From an optimization exercise on the open Yosys and OpenROAD flow, aimed at small area; shortcuts taken in it are not production practice.
The RTL was checked by simulation tests, not by an equivalence proof against the original design.
No activity file was given, so power comes from the tool's default toggle rates.

Setup of build 84:
## sid_synth_top
module sid_synth_top (
    input  wire logic       clk,
    input  wire logic       rst_n,
    input  wire logic       spi_clk,
    input  wire logic       spi_cs_n,
    input  wire logic       spi_mosi,
    output logic      [9:0] sample,
    output logic            sample_valid
);
    logic [3:0][15:0] freq,    freq_nx;
    logic [3:0][7:0]  pw,      pw_nx;
    logic [3:0][7:0]  attack,  attack_nx;
    logic [3:0][7:0]  sustain, sustain_nx;
    logic [3:0][3:0]  wave,    wave_nx;
    logic [1:0][7:0]  lvl_s;
    logic [1:0][7:0]  lvl_c;
    logic [1:0]       lvl_c8;
    logic             step_a;
    logic             step_b;
    spi_voice_regs #(
        .NUM_VOICES (4)
    ) u_regs (
        .clk        (clk),
        .rst_n      (rst_n),
        .spi_clk    (spi_clk),
        .spi_cs_n   (spi_cs_n),
        .spi_mosi   (spi_mosi),
        .freq       (freq),
        .pw         (pw),
        .attack     (attack),
        .sustain    (sustain),
        .wave       (wave),
        .freq_nx    (freq_nx),
        .pw_nx      (pw_nx),
        .attack_nx  (attack_nx),
        .sustain_nx (sustain_nx),
        .wave_nx    (wave_nx)
    );
    for (genvar k = 0; k < 2; k++) begin : g_pair
        sid_voice u_pair (
            .clk       (clk),
            .rst_n     (rst_n),
            .step_a    (step_a),
            .step_b    (step_b),
            .freq_a    (freq_nx[2*k]),
            .freq_b    (freq[2*k+1]),
            .pw_a      (pw_nx[2*k]),
            .pw_b      (pw[2*k+1]),
            .attack_a  (attack_nx[2*k]),
            .attack_b  (attack[2*k+1]),
            .sustain_a (sustain_nx[2*k]),
            .sustain_b (sustain[2*k+1]),
            .wave_a    (wave_nx[2*k]),
            .wave_b    (wave[2*k+1]),
            .lvl_s     (lvl_s[k]),
  ...
For scale: ~1600 cells after synthesis, about 400 flip-flops, ~16 I/O pins, roughly 20000 sq um of cells after synthesis.
export LEC_CHECK = 0
export CAP_MARGIN = 20
export CORE_MARGIN = 2
export CORE_UTILIZATION = 40
export CTS_BUF_LIST = sky130_fd_sc_hd__clkbuf_8
export CTS_CLUSTER_DIAMETER = 60
export CTS_CLUSTER_SIZE = 16
export SLEW_MARGIN = 20
create_clock -name core_clock -period 8.0 [get_ports {clk}]
standard.sh (not shown) runs the stock make flow with config.mk's settings and CLKGATE_MAP_FILE= SYNTH_SCRIPT=/design/flow/synth_recipe.tcl, a recipe that flattens the netlist after the stock synthesis.
==> flow/flow/run.sh <==
#!/bin/bash
# Layout flow: the standard flow, with Yosys's synth run without its
# quick ABC pass (SYNTH_ARGS=-noabc). The adders are then extracted from
# the design's own gate structure; the final technology mapping by ABC
# and every later step are the standard ones. Registers are unchanged.
set -euo pipefail
bash standard.sh SYNTH_ARGS=-noabc finish > standard_flow.log 2>&1
Build 84: no failed stages, no open violations at the end
Relative to build 84, the following input files were edited for build 80:
==> flow/run.sh (new file) <==
#!/bin/bash
# synth_recipe.tcl (not shown) runs the flow's synth.tcl, then flattens the netlist and writes it again
# the make line also repeats each setting of config.mk as NAME=value (left out here)
make -C /OpenROAD-flow-scripts/flow DESIGN_CONFIG=/design/flow/config.mk WORK_HOME=/design/flow/orfs CLKGATE_MAP_FILE= SYNTH_SCRIPT=/design/flow/synth_recipe.tcl finish
removed: flow/flow/run.sh
removed: flow/standard.sh
Findings:
- Compared to build 84, build 80 has met3 usage in global routing 0.26 points lower.
- Die: build 80 bigger than build 84
- Build 84 leaves less setup margin than build 80.
- Higher net total in the final layout was reported by build 80, not build 84.
- Comparing build 84 and build 80, the higher arrival time reported for the critical path endpoint is on build 84.
- Across both runs, area after synthesis was higher for build 80 than for build 84.
- Compared build 84 against build 80; final cell utilization of the core within noise.
- The design area in build 80 sits 2.7% above the value recorded for build 84.
- Looking at relative contribution of the clock network to total power, build 80 sits 0.2 points lower than build 84 does.
- Across both runs, worst hold slack was higher for build 80 than for build 84.
The following lists how build 57 was set up differently from build 80:
# build 80
export LEC_CHECK = 0
export CAP_MARGIN = 20
export CORE_MARGIN = 2
export CORE_UTILIZATION = 40
export CTS_BUF_LIST = sky130_fd_sc_hd__clkbuf_8
export CTS_CLUSTER_DIAMETER = 60
export CTS_CLUSTER_SIZE = 16
export SLEW_MARGIN = 20
create_clock -name core_clock -period 8.0 [get_ports {clk}]
# build 57
export LEC_CHECK = 0
export CAP_MARGIN = 0
export CORE_MARGIN = 2
export CORE_UTILIZATION = 60
export CTS_BUF_LIST = sky130_fd_sc_hd__clkbuf_8
export CTS_CLUSTER_DIAMETER = 60
export CTS_CLUSTER_SIZE = 16
export SLEW_MARGIN = 0
create_clock -name core_clock -period 8.0 [get_ports {clk}]
==> flow/flow/run.sh (new file) <==
#!/bin/bash
# Layout flow: the standard flow, with Yosys's synth run without its
# quick ABC pass (SYNTH_ARGS=-noabc). The adders are then extracted from
# the design's own gate structure; the final technology mapping by ABC
# and every later step are the standard ones. Registers are unchanged.
set -euo pipefail
bash standard.sh SYNTH_ARGS=-noabc finish > standard_flow.log 2>&1
==> flow/standard.sh (new file) <==
#!/bin/bash
# synth_recipe.tcl (not shown) runs the flow's synth.tcl, then flattens the netlist and writes it again
# the make line also repeats each setting of config.mk as NAME=value (left out here)
make -C /OpenROAD-flow-scripts/flow DESIGN_CONFIG=/design/flow/config.mk WORK_HOME=/design/flow/orfs CLKGATE_MAP_FILE= SYNTH_SCRIPT=/design/flow/synth_recipe.tcl "${@:-finish}"
removed: flow/run.sh
==> notes.md <==
The timing-limited maximum frequency reported for build 57 is smaller than that of build 80 by 1.7%.
Build 57 — via count 721 lower, build 80 as reference
In build 57 relative to build 80, total power had gone down slightly.
Layout overhead on the synthesized area, build 57 and build 80: lower on build 57
Build 57 finished all stages; the layout is clean.
Relative to build 80, complex-gate fraction of the synthesized area increased by 1.1 points in build 57.
Power density over the cells up about 2.6% in build 57 wrt build 80
Post-route minimum period delta (build 57 − build 80): unfavourable
Looking at fraction of the mapped netlist area in simple logic gates across build 57 and build 80, the one that comes out lower is build 57.
Setup changes, build 57 to build 2
# build 57
export LEC_CHECK = 0
export CAP_MARGIN = 0
export CORE_MARGIN = 2
export CORE_UTILIZATION = 60
export CTS_BUF_LIST = sky130_fd_sc_hd__clkbuf_8
export CTS_CLUSTER_DIAMETER = 60
export CTS_CLUSTER_SIZE = 16
export SLEW_MARGIN = 0
create_clock -name core_clock -period 8.0 [get_ports {clk}]
# build 2
export LEC_CHECK = 0
export CAP_MARGIN = 20
export CORE_MARGIN = 2
export CORE_UTILIZATION = 40
export SLEW_MARGIN = 20
create_clock -name core_clock -period 8.0 [get_ports {clk}]
==> flow/run.sh (new file) <==
#!/bin/bash
# synth_recipe.tcl (not shown) runs the flow's synth.tcl, then flattens the netlist and writes it again
# the make line also repeats each setting of config.mk as NAME=value (left out here)
make -C /OpenROAD-flow-scripts/flow DESIGN_CONFIG=/design/flow/config.mk WORK_HOME=/design/flow/orfs CLKGATE_MAP_FILE= SYNTH_SCRIPT=/design/flow/synth_recipe.tcl finish
removed: flow/flow/run.sh
removed: flow/standard.sh
Findings:
Diff build 57..build 2 | number of nets still failing antenna checks after routing | negligible. Build 2 vs build 57: met1 wire length up in build 2. The core of build 2 is less densely filled than that of build 57. Looking at synthesized area across build 57 and build 2, the one that comes out lower is build 57. Across both runs, compound-gate portion of the synthesized area was lower for build 2 than for build 57. Diff build 57 -> build 2: power picked up an extra 25%; total area of multi-input combinational cells picked up an extra 0.53%; first-iteration DRC count picked up an extra about 20%. Final weighted congestion of routability-driven global placement in build 2 is 0.018 above build 57. Cmp build 57 and build 2 / final worst-path setup slack / lower: build 57. Initial core utilization in build 2 is 20 points lower than in build 57.

* * *

== job 3141 ==
sid_synth_top again, from the RTL that the note above started with.
Settings: LEC_CHECK=0, CAP_MARGIN=20, CORE_MARGIN=2, CORE_UTILIZATION=40, CTS_BUF_LIST=sky130_fd_sc_hd__clkbuf_8, CTS_CLUSTER_DIAMETER=50, CTS_CLUSTER_SIZE=20, GPL_TIMING_DRIVEN=0, SLEW_MARGIN=20; clock period 8.0 ns.
run.sh (not shown) runs the stock make flow with config.mk's settings and CLKGATE_MAP_FILE= SYNTH_SCRIPT=/design/flow/synth_recipe.tcl, a recipe that flattens the netlist after the stock synthesis.
Stock flow here: none of the scripts above is used.
Changes in job 172 relative to job 3141:
Settings: swapping sky130_fd_sc_hd__clkbuf_8 for sky130_fd_sc_hd__clkbuf_16 in CTS_BUF_LIST; swapping 50 for 80 in CTS_CLUSTER_DIAMETER; clearing GPL_TIMING_DRIVEN, which used to be 0; swapping 20 for 30 in CTS_CLUSTER_SIZE.
### Flow results
- Side by side, sequential share of layout area turned out higher in job 172 than in job 3141.
- Routed wire length on met3, job 172 and job 3141: lower on job 172
- [compare] base=job 3141 new=job 172: area growth from synthesis to layout now smaller, routed wire length now smaller.
- From job 3141 to job 172 the numbers moved as follows: share of cell area taken by multi-input logic gates up 0.35 points, count of clock buffers in the final design shows a reduction of 18, setup slack fell 0.015 ns.
- Total power after layout: job 172 vs job 3141 down about 2.7%
## Diff of input files: job 5475 against job 172
Settings: changing CTS_BUF_LIST from sky130_fd_sc_hd__clkbuf_16 to sky130_fd_sc_hd__clkbuf_4; removing CTS_CLUSTER_DIAMETER (formerly 80).
On highest cell delay on the worst timing path, job 5475 tracks job 172 almost exactly.
Summary of job 5475 over job 172: post-cts repair resize count moved down, fraction of the mapped netlist area in adder cells level.
Data required time at the worst endpoint ended up 0.24 ns higher on job 5475 than on job 172.
The critical path depth in job 5475 was lower than what job 172 gave.
Job 5475 vs. job 172: measured slew at the worst slew-check pin climbed 0.069 ns, final critical path time including I/O delays and setup dropped 0.035 ns.
Going from job 172 to job 5475, sequential share of power shrinks by 4.8 points.
Sort job 172 and job 5475 by final worst slack, descending, and job 5475 comes first.
Fraction of layout cells with a size suffix above 1, job 172 and job 5475, higher one = job 5475.
Post-route non-filler standard cell count: job 5475 vs job 172 up 144

## static timing again, ports no longer ideal
The flow's constraints put no driver on any port. The routed layouts listed below were extracted and timed again, unchanged, in two steps.
Step 1, drivers: a clkbuf_16 drives clk and a buf_2 each remaining input, both assumed.
Step 2 times the ports against the registers' clock, not the clock port: input delays grow and output delays shrink by t, the midpoint of the rising clock arrivals with the driver on.
Three values: ideal ports, drivers, drivers and shift; two values: the first two.
| run | t (ns) | setup WS [ns] | hold WS [ns] | worst data-port slew with drivers (ns) | pins driven straight from the clock port |
|---|---|---|---|---|---|
| build 84 | 0.663 | 0.089 / 0.089 / 0.089 | 0.339 / 0.339 / 0.339 | 0.05 | 1 |
| build 80 | 0.651 | 0.265 / 0.265 / 0.265 | 0.344 / 0.344 / 0.344 | 0.05 | 1 |
| build 57 | 0.628 | 0.132 / 0.132 / 0.132 | 0.348 / 0.348 / 0.348 | 0.05 | 1 |
| build 2 | 0.625 | 0.270 / 0.270 / 0.270 | 0.344 / 0.344 / 0.344 | 0.05 | 1 |
| job 3141 | 0.631 | 0.256 / 0.256 / 0.256 | 0.333 / 0.333 / 0.333 | 0.05 | 1 |
| job 172 | 0.623 | 0.242 / 0.242 / 0.242 | 0.333 / 0.333 / 0.333 | 0.05 | 1 |
| job 5475 | 0.871 | 0.277 / 0.277 / 0.277 | 0.325 / 0.325 / 0.325 | 0.05 | 1 |
After both steps every run listed still meets setup and hold.
